From an optimization exercise on the open Yosys and OpenROAD flow, aimed at small area, a short achievable clock period and few clock cycles per item; shortcuts taken in it are not production practice. Only simulation tests tie the RTL to the original design; equivalence was not proved.

==> flow/run.sh <==
#!/bin/bash
# synth_recipe.tcl (not shown) runs the flow's synth.tcl, then flattens the netlist and writes it again
# the make line also repeats each setting of config.mk as NAME=value (left out here)
make -C /OpenROAD-flow-scripts/flow DESIGN_CONFIG=/design/flow/config.mk WORK_HOME=/design/flow/orfs CLKGATE_MAP_FILE= SYNTH_SCRIPT=/design/flow/synth_recipe.tcl finish
==> flow/config.mk <==
export PLATFORM = sky130hd
export DESIGN_NAME = broken_down_time_to_epoch
export DESIGN_NICKNAME = broken_down_time_to_epoch
export VERILOG_FILES = /design/flow/design.v
export SDC_FILE = /design/flow/constraint.sdc
export NUM_CORES = 4
export LEC_CHECK = 0
export CAP_MARGIN = 20
export CORE_MARGIN = 2
export CORE_UTILIZATION = 40
export SLEW_MARGIN = 20
==> flow/constraint.sdc <==
create_clock -name core_clock -period 9.0 [get_ports {clk_i}]
set_input_delay 1.8000 -clock core_clock [delete_from_list [all_inputs] [get_ports {clk_i}]]
set_output_delay 1.8000 -clock core_clock [all_outputs]
set_load 0.01 [all_outputs]
==> flow/design.v <==
package bdte_pkg;
  localparam logic [10:0] OFS_SEC  = 11'd1080;    
  localparam logic [10:0] OFS_HOUR = 11'd1032;    
  localparam logic [7:0]  OFS_MON  = 8'd132;      
  localparam logic [15:0] DAY_1970 = 16'd32813;
  localparam logic [15:0] DAY_1969 = 16'd32448;
  function automatic logic [8:0] bdte_march_start(input logic [3:0] mon);
    logic [8:0] days;
    case (mon)
      4'd0:    days = 9'd306;
      4'd1:    days = 9'd337;
      4'd2:    days = 9'd0;
      4'd3:    days = 9'd31;
      4'd4:    days = 9'd61;
      4'd5:    days = 9'd92;
      4'd6:    days = 9'd122;
      4'd7:    days = 9'd153;
      4'd8:    days = 9'd184;
      4'd9:    days = 9'd214;
      4'd10:   days = 9'd245;
      default: days = 9'd275;
    endcase
    bdte_march_start = days;
  endfunction
endpackage
module bdte_ctrl (
  input  logic clk_i,
  input  logic rst_ni,
  input  logic start,
  output logic accept_o,
  output logic busy,
  output logic done_o
);
  logic busy_q;
  assign accept_o = start & ~busy_q;
  always_ff @(posedge clk_i or negedge rst_ni) begin
    if (!rst_ni) begin
      busy_q <= 1'b0;
    end else begin
      busy_q <= accept_o;
    end
  end
  assign busy   = busy_q;
  assign done_o = busy_q;
endmodule
module bdte_datapath (
  input  logic               clk_i,
  input  logic               load_i,
  input  logic signed [10:0] second_in_i,
  input  logic signed [10:0] minute_in_i,
  input  logic signed [10:0] hour_in_i,
  input  logic signed [10:0] day_in_i,
  input  logic signed [7:0]  month_in_i,
  input  logic        [7:0]  year_in_i,
  output logic        [5:0]  second_out_o,
  output logic        [5:0]  minute_out_o,
  output logic        [4:0]  hour_out_o,
  output logic        [4:0]  day_out_o,
  output logic        [3:0]  month_out_o,
  output logic signed [9:0]  year_out_o,
  output logic        [8:0]  day_of_year_o,
  output logic signed [33:0] epoch_seconds_o
);
  logic [11:0] ns, nm, nh;
  logic [8:0]  nmo;
  logic [23:0] ps, pm;
  logic [25:0] ph;
  logic [16:0] pmo;
  logic [5:0]  qs, qm;       
  logic [6:0]  qh;           
  logic [4:0]  qmo;          
  logic [5:0]  rs, rm;
  logic [4:0]  rh;
  logic [3:0]  mon;
  assign ns  = {second_in_i[10], second_in_i} + 12'd1080;
  assign nm  = {minute_in_i[10], minute_in_i} + 12'd1080;
  assign nh  = {hour_in_i[10], hour_in_i} + 12'd1032;
  assign nmo = {month_in_i[7], month_in_i} + 9'd132;
  assign ps  = ns * 12'd2185;
  assign pm  = nm * 12'd2185;
  assign ph  = nh * 14'd683;
  assign pmo = nmo * 8'd171;
  assign qs  = ps[22:17];
  assign qm  = pm[22:17];
  assign qh  = ph[20:14];
  assign qmo = pmo[15:11];
  assign rs  = ns[5:0] + {qs[3:0], 2'b00};
  assign rm  = nm[5:0] + {qm[3:0], 2'b00};
  assign rh  = nh[4:0] + {qh[1:0], 3'b000};
  assign mon = nmo[3:0] + {qmo[1:0], 2'b00};
  logic [6:0] t;
  logic       t_lo, t_hi;
  logic [5:0] min_n;
  logic [5:0] q2;            
  assign t    = {1'b0, rm} + {1'b0, qs};
  assign t_lo = (t < 7'd18);
  assign t_hi = (t >= 7'd78);
  always_comb begin
    if (t_lo)      min_n = 6'(t + 7'd42);
    else if (t_hi) min_n = 6'(t - 7'd78);
    else           min_n = 6'(t - 7'd18);
  end
  assign q2 = qm + {5'd0, ~t_lo} + {5'd0, t_hi};
  logic [5:0] u;
  logic       u_lo, u_hi;
  logic [4:0] hour_n;
  assign u    = {1'b0, rh} + q2;
  assign u_lo = (u < 6'd19);
  assign u_hi = (u >= 6'd43);
  always_comb begin
    if (u_lo)      hour_n = 5'(u + 6'd5);
    else if (u_hi) hour_n = 5'(u - 6'd43);
    else           hour_n = 5'(u - 6'd19);
  end
  logic [8:0]         ya;
  logic [6:0]         a;
  logic [1:0]         b;
  logic [10:0]        ybase;
  logic signed [12:0] doc0;
  logic signed [17:0] eday;
  assign ya    = {1'b0, year_in_i} + {4'd0, qmo} + 9'd9 - {8'd0, (mon < 4'd2)};
  assign a     = ya[8:2];
  assign b     = ya[1:0];
  assign ybase = 11'(b * 9'd365) + {2'd0, bdte_pkg::bdte_march_start(mon)};
  assign doc0  = $signed({2'b00, ybase}) + $signed({{2{day_in_i[10]}}, day_in_i})
               + $signed({6'd0, qh}) - 13'sd44 - {12'd0, u_lo} + {12'd0, u_hi};
  assign eday  = $signed({1'b0, 17'(a * 11'd1461)}) + 18'(doc0) - 18'sd32813;
  logic [5:0]         sec_q, min_q;
  logic [4:0]         hour_q;
  logic signed [12:0] doc0_q;
  logic [6:0]         a_q;
  logic signed [17:0] eday_q;
  always_ff @(posedge clk_i) begin
    if (load_i) begin
      sec_q  <= rs;
      min_q  <= min_n;
      hour_q <= hour_n;
      doc0_q <= doc0;
      a_q    <= a;
      eday_q <= eday;
    end
  end
  logic        neg, big;
  logic [10:0] doc;
  logic [6:0]  c;
  assign neg = doc0_q[12];
  assign big = !neg && (doc0_q >= 13'sd1461);
  always_comb begin
    if (neg)      doc = 11'(doc0_q + 13'sd1461);
    else if (big) doc = 11'(doc0_q - 13'sd1461);
    else          doc = doc0_q[10:0];
  end
  assign c = a_q + {6'd0, big} - {6'd0, neg};
  logic [1:0] yoc;
  logic [8:0] doy;
  assign yoc = (doc >= 11'd1095) ? 2'd3 : (doc >= 11'd730) ? 2'd2 :
               (doc >= 11'd365) ? 2'd1 : 2'd0;
  assign doy = 9'(doc - 11'(yoc * 9'd365));
  logic [3:0] mp;
  logic [8:0] mstart;
  always_comb begin
    if      (doy >= 9'd337) begin mp = 4'd11; mstart = 9'd337; end
    else if (doy >= 9'd306) begin mp = 4'd10; mstart = 9'd306; end
    else if (doy >= 9'd275) begin mp = 4'd9;  mstart = 9'd275; end
    else if (doy >= 9'd245) begin mp = 4'd8;  mstart = 9'd245; end
    else if (doy >= 9'd214) begin mp = 4'd7;  mstart = 9'd214; end
    else if (doy >= 9'd184) begin mp = 4'd6;  mstart = 9'd184; end
    else if (doy >= 9'd153) begin mp = 4'd5;  mstart = 9'd153; end
    else if (doy >= 9'd122) begin mp = 4'd4;  mstart = 9'd122; end
    else if (doy >= 9'd92)  begin mp = 4'd3;  mstart = 9'd92;  end
    else if (doy >= 9'd61)  begin mp = 4'd2;  mstart = 9'd61;  end
    else if (doy >= 9'd31)  begin mp = 4'd1;  mstart = 9'd31;  end
    else                    begin mp = 4'd0;  mstart = 9'd0;   end
  end
  logic jf;    
  assign jf = (mp >= 4'd10);
  assign day_out_o     = 5'(doy - mstart + 9'd1);
  assign month_out_o   = jf ? (mp - 4'd10) : (mp + 4'd2);
  assign year_out_o    = $signed({1'b0, c, yoc}) - 10'sd20 + $signed({9'd0, jf});
  assign day_of_year_o = jf ? (doy - 9'd306) : (doy + 9'd59 + {8'd0, (yoc == 2'd0)});
  logic corr;
  assign corr = (eday_q < -18'sd365) && !((doc >= 11'd306) && (doc <= 11'd670));
  logic [16:0] tod;
  assign tod = 17'(hour_q * 12'd3600) + 17'(min_q * 6'd60) + {11'd0, sec_q};
  assign epoch_seconds_o = 34'(eday_q) * 34'sd86400
                         + $signed({16'd0, corr ? (18'(tod) + 18'd86400) : {1'b0, tod}});
  assign second_out_o = sec_q;
  assign minute_out_o = min_q;
  assign hour_out_o   = hour_q;
endmodule
module broken_down_time_to_epoch (
  input  logic               clk_i,
  input  logic               rst_ni,
  input  logic               start,
  output logic               busy,
  input  logic signed [10:0] second_in_i,
  input  logic signed [10:0] minute_in_i,
  input  logic signed [10:0] hour_in_i,
  input  logic signed [10:0] day_in_i,
  input  logic signed [7:0]  month_in_i,
  input  logic        [7:0]  year_in_i,
  output logic               done_o,
  output logic        [5:0]  second_out_o,
  output logic        [5:0]  minute_out_o,
  output logic        [4:0]  hour_out_o,
  output logic        [4:0]  day_out_o,
  output logic        [3:0]  month_out_o,
  output logic signed [9:0]  year_out_o,
  output logic        [8:0]  day_of_year_o,
  output logic signed [33:0] epoch_seconds_o
);
  logic accept;
  bdte_ctrl u_ctrl (
    .clk_i    (clk_i),
    .rst_ni   (rst_ni),
    .start    (start),
    .accept_o (accept),
    .busy     (busy),
    .done_o   (done_o)
  );
  bdte_datapath u_datapath (
    .clk_i           (clk_i),
    .load_i          (accept),
    .second_in_i     (second_in_i),
    .minute_in_i     (minute_in_i),
    .hour_in_i       (hour_in_i),
    .day_in_i        (day_in_i),
    .month_in_i      (month_in_i),
    .year_in_i       (year_in_i),
    .second_out_o    (second_out_o),
    .minute_out_o    (minute_out_o),
    .hour_out_o      (hour_out_o),
    .day_out_o       (day_out_o),
    .month_out_o     (month_out_o),
    .year_out_o      (year_out_o),
    .day_of_year_o   (day_of_year_o),
    .epoch_seconds_o (epoch_seconds_o)
  );
endmodule
==> run_results.csv <==
group,metric,value,unit
status,outcome,"finished with violations",
status,so_faults,"setup timing",
placed_design,dpl_cell_area,0.02735,mm²
worst_setup_path,cp_common_cell,"ha_4",
placed_design,port_buffers,143,
floorplanning,die_area,0.05545,mm²
final_layout,layout_commonest_cell,"ha_1",
grt,grt_use_met1,22.80,%
grt,grt-busiest-layer,"met2",
worst_setup_path,path_class,"in2reg",
drt,drt-initial-drc-count,515,
timing,final.period_utilization,145.5,%
grt,gr-total-overflow,0,
final_layout,fill_cells,4688,
worst_setup_path,max_stage_delay,600,ps
worst_setup_path,start_kind,"input pin",
grt,grt_pass1_vias,19144,
drt,first_pass_iters,7,
clock_tree,cts.sinks,56,
placed_design,pre_cts_ws,-4948,ps
yosys,ys_seq_area_share,7.823,%
final_layout,nets,3874,
yosys,synth_fp_nets,3224,
clock_tree,cts_inserted_buffers,5,
yosys,synth-edff-count,55,
yosys,ys_ff_latch,56,
timing,skew,6.267,ps
grt,grt_pass1_wl,87.42,mm
timing,tns,-80410,ps
grt,met3_usage,1.149,%
yosys,synth_area_per_cell,8.893,µm²
timing,slew_headroom,25.17,%
placed_design,placed_cells,3671,
floorplanning,die_h,235.5,µm
clock_tree,cts-htree-levels,2,
timing,setup_ws,-4098,ps
timing,fmax,76.35,MHz
final_layout,layout-drive-gt1-share,29.40,%
final_layout,fin_cells,3749,
drt,wirelength,52.24,mm
grt,grt_usage,18.61,%
worst_setup_path,path_buf_inv,15,
worst_setup_path,end_kind,"flop",
final_layout,seq_area,0.001677,mm²
timing,rsz0062_at_grt,"yes",
drt,vias_per_cell,4.876,
clock_tree,path_clk_slew,80,ps
timing,setup_viol,34,
worst_setup_path,cp.arrival,13180,ps
clock_tree,ctsHoldBuffers,0,
floorplanning,core,0.05276,mm²
worst_setup_path,critPathTopFamily,"adder cells",
clock_tree,clk-insertion-delay-late,320,ps
yosys,yosys_warnings,2,
final_layout,finalInstanceArea,0.02968,mm²
clock_tree,cts_tree,"built",
worst_setup_path,ff2ff_path_depth,2,
final_layout,multi_input_area,0.01957,mm²
yosys,async_flop_share,1.786,%
min_path,holdPathStages,2,
final_layout,syn2layout_area_growth,38.47,%
timing,fin_crit,13100,ps
min_path,min_path_type,"reg2reg",
timing,hold_viol_final,0,
final_layout,antenna_cells,0,
worst_setup_path,crit_cells,60,
grt,antenna_found_initial,0,
yosys,synth_area,0.02143,mm²
grt,met2_usage,35.95,%
yosys,synthFlopType,"edfxtp_1",
drt,wl_per_cell,13.93,µm
floorplanning,rows,84,
grt,grt_max_degree,57,
placed_design,finalWeightedCongestion,0.8732,
yosys,synthCells,2410,
timing,worst_slew_pin_slew,1094,ps
floorplanning,die_w,235.5,µm
worst_setup_path,cp_max_fo,3,
yosys,synthDistinctLibCells,90,
job,max_cap_violations,0,
floorplanning,start_util,40.62,%
worst_setup_path,cp_data_required_time,9080,ps
final_layout,utilization,56.25,%
drt,drcViolationCount,0,
clock_tree,cts_root_buf,"clkbuf_16",
timing,maxSlewViolCount,0,
drt,antenna_left,0,
final_layout,final_cell_mix,"526 x ha_1, 502 x buf_4, 478 x inv_1, 156 x fa_1, 130 x xnor2_1",
clock_tree,clock_path_buffers,2,
floorplanning,ioPinCount,144,
drt,via_count,18281,
worst_setup_path,critPathSlowestCell,"fa_1",
placed_design,dp_hpwl,44.72,mm
## repair_timing
| action | CTS | global route |
|---|---|---|
| buffers inserted | 64 | 28 |
| cloned | 1 | 0 |
| pin swaps | 165 | 194 |
| gates resized for setup | 211 | 250 |
| endpoints found under the setup margin | 61 | 73 |
## metrics by stage
stage          hold slack (ps)
6_report                 955.0
5_1_grt                   1043
4_1_cts                   1004
3_5_place_dp             992.5
3_3_place_gp             957.8
2_1_floorplan             1301
## per-layer routing
layer  vias up  share of wire (%)
li1       9391                  -
met1      8654                 45
met2       192                 52
met3        44                1.7
met4         0                1.2
met5         -                  0
## area by class of cell
type / count / share of cell area [%]
multi-input cells: 1804 / 65.93
flip-flops and latches: 56 / 5.649
repair buffers: 668 / 18.25
well taps: 688 / 2.901
inverters: 525 / 6.724
clock inverters: 2 / 0.1180
clock buffers: 6 / 0.4342
## path summary, 6_finish.rpt
kind,start,endpoint,slack (ps)
worst max register to register,u_ctrl.busy_q,u_datapath.min_q[3],7430
worst min register to register,u_ctrl.busy_q,u_ctrl.busy_q,950
min in group asynchronous,rst_ni,u_ctrl.busy_q,1610
worst max-delay path,minute_in_i[3],u_datapath.eday_q[14],-4100
max in group asynchronous,rst_ni,u_ctrl.busy_q,7290
worst min-delay path,u_ctrl.busy_q,u_ctrl.busy_q,950
## synthesized netlist by cell type, drive strengths merged, types with 6 or more instances
cell / count / area share (%)
a211oi: 14 / 0.49
a21boi: 10 / 0.35
a21o: 49 / 1.7
a21oi: 135 / 3.2
a31oi: 13 / 0.45
and2: 14 / 0.44
and3: 16 / 0.47
and3b: 7 / 0.29
buf: 13 / 0.60
clkbuf: 12 / 0.21
edfxtp: 55 / 7.7
fa: 165 / 15
ha: 586 / 34
inv: 525 / 9.2
mux2i: 10 / 0.47
nand2: 82 / 1.4
nand2b: 26 / 0.76
nand3: 31 / 0.75
nand3b: 6 / 0.21
nand4: 13 / 0.41
nor2: 86 / 1.5
nor2b: 17 / 0.50
nor3: 32 / 0.75
o211ai: 11 / 0.41
o21a: 22 / 0.77
o21ai: 76 / 1.8
o21bai: 35 / 1.2
o31a: 6 / 0.25
o31ai: 10 / 0.35
or2: 15 / 0.44
or3: 6 / 0.20
xnor2: 163 / 6.8
xor2: 70 / 2.9
## worst register-to-register path, stage by stage (launching register included)
cell     delay [ps]
dfrtp_1         420
nor2b_4         110
buf_4           590
## flip-flops by register name, summed over array words and instances, names as in the netlist
name               count
u_datapath.doc0_q     13
u_datapath.a_q         7
u_datapath.eday_q     18
u_datapath.hour_q      5
u_datapath.min_q       6
u_ctrl.busy_q          1
u_datapath.sec_q       6
## cells by family (layout without fill, tap and decap cells)
| family | Yosys count | after routing | synth area share [%] |
|---|---|---|---|
| AOI/OAI and AO/OA | 433 | 433 | 13.27 |
| xor gates and xnor gates | 233 | 233 | 9.626 |
| adders and majority gates | 751 | 751 | 49.62 |
| buffers and inverters | 550 | 1201 | 10.00 |
| DFF | 56 | 56 | 7.822 |
| muxes | 14 | 14 | 0.6947 |
| and+or+nand+nor | 373 | 373 | 8.967 |
Testbench counts, summed over its fixed seeds: cycles 9,600, items 4,800.

-- re-timing with driven ports --
In the flow no input, the clock included, has a driving cell. The finished layout below was timed again as built, in two steps.
Step 1, drivers: a clkbuf_16 drives clk_i and a buf_2 each remaining input, both assumed.
Step 2 also shifts input and output timing later by t, the mid clock arrival at the registers, as if the neighbouring blocks saw the same clock.
a / b / c = no drivers / after step 1 / after step 2; a / b = the first two.
shift t [ns]: 0.368
slack for setup (ns): -4.098 / -4.108 / -4.476
worst hold slack (ns): 0.955 / 0.955 / 0.955
cell pins on the clock port's net: 1
The setup slack of this run moves by -0.010 ns with the drivers and by -0.378 ns with both steps.
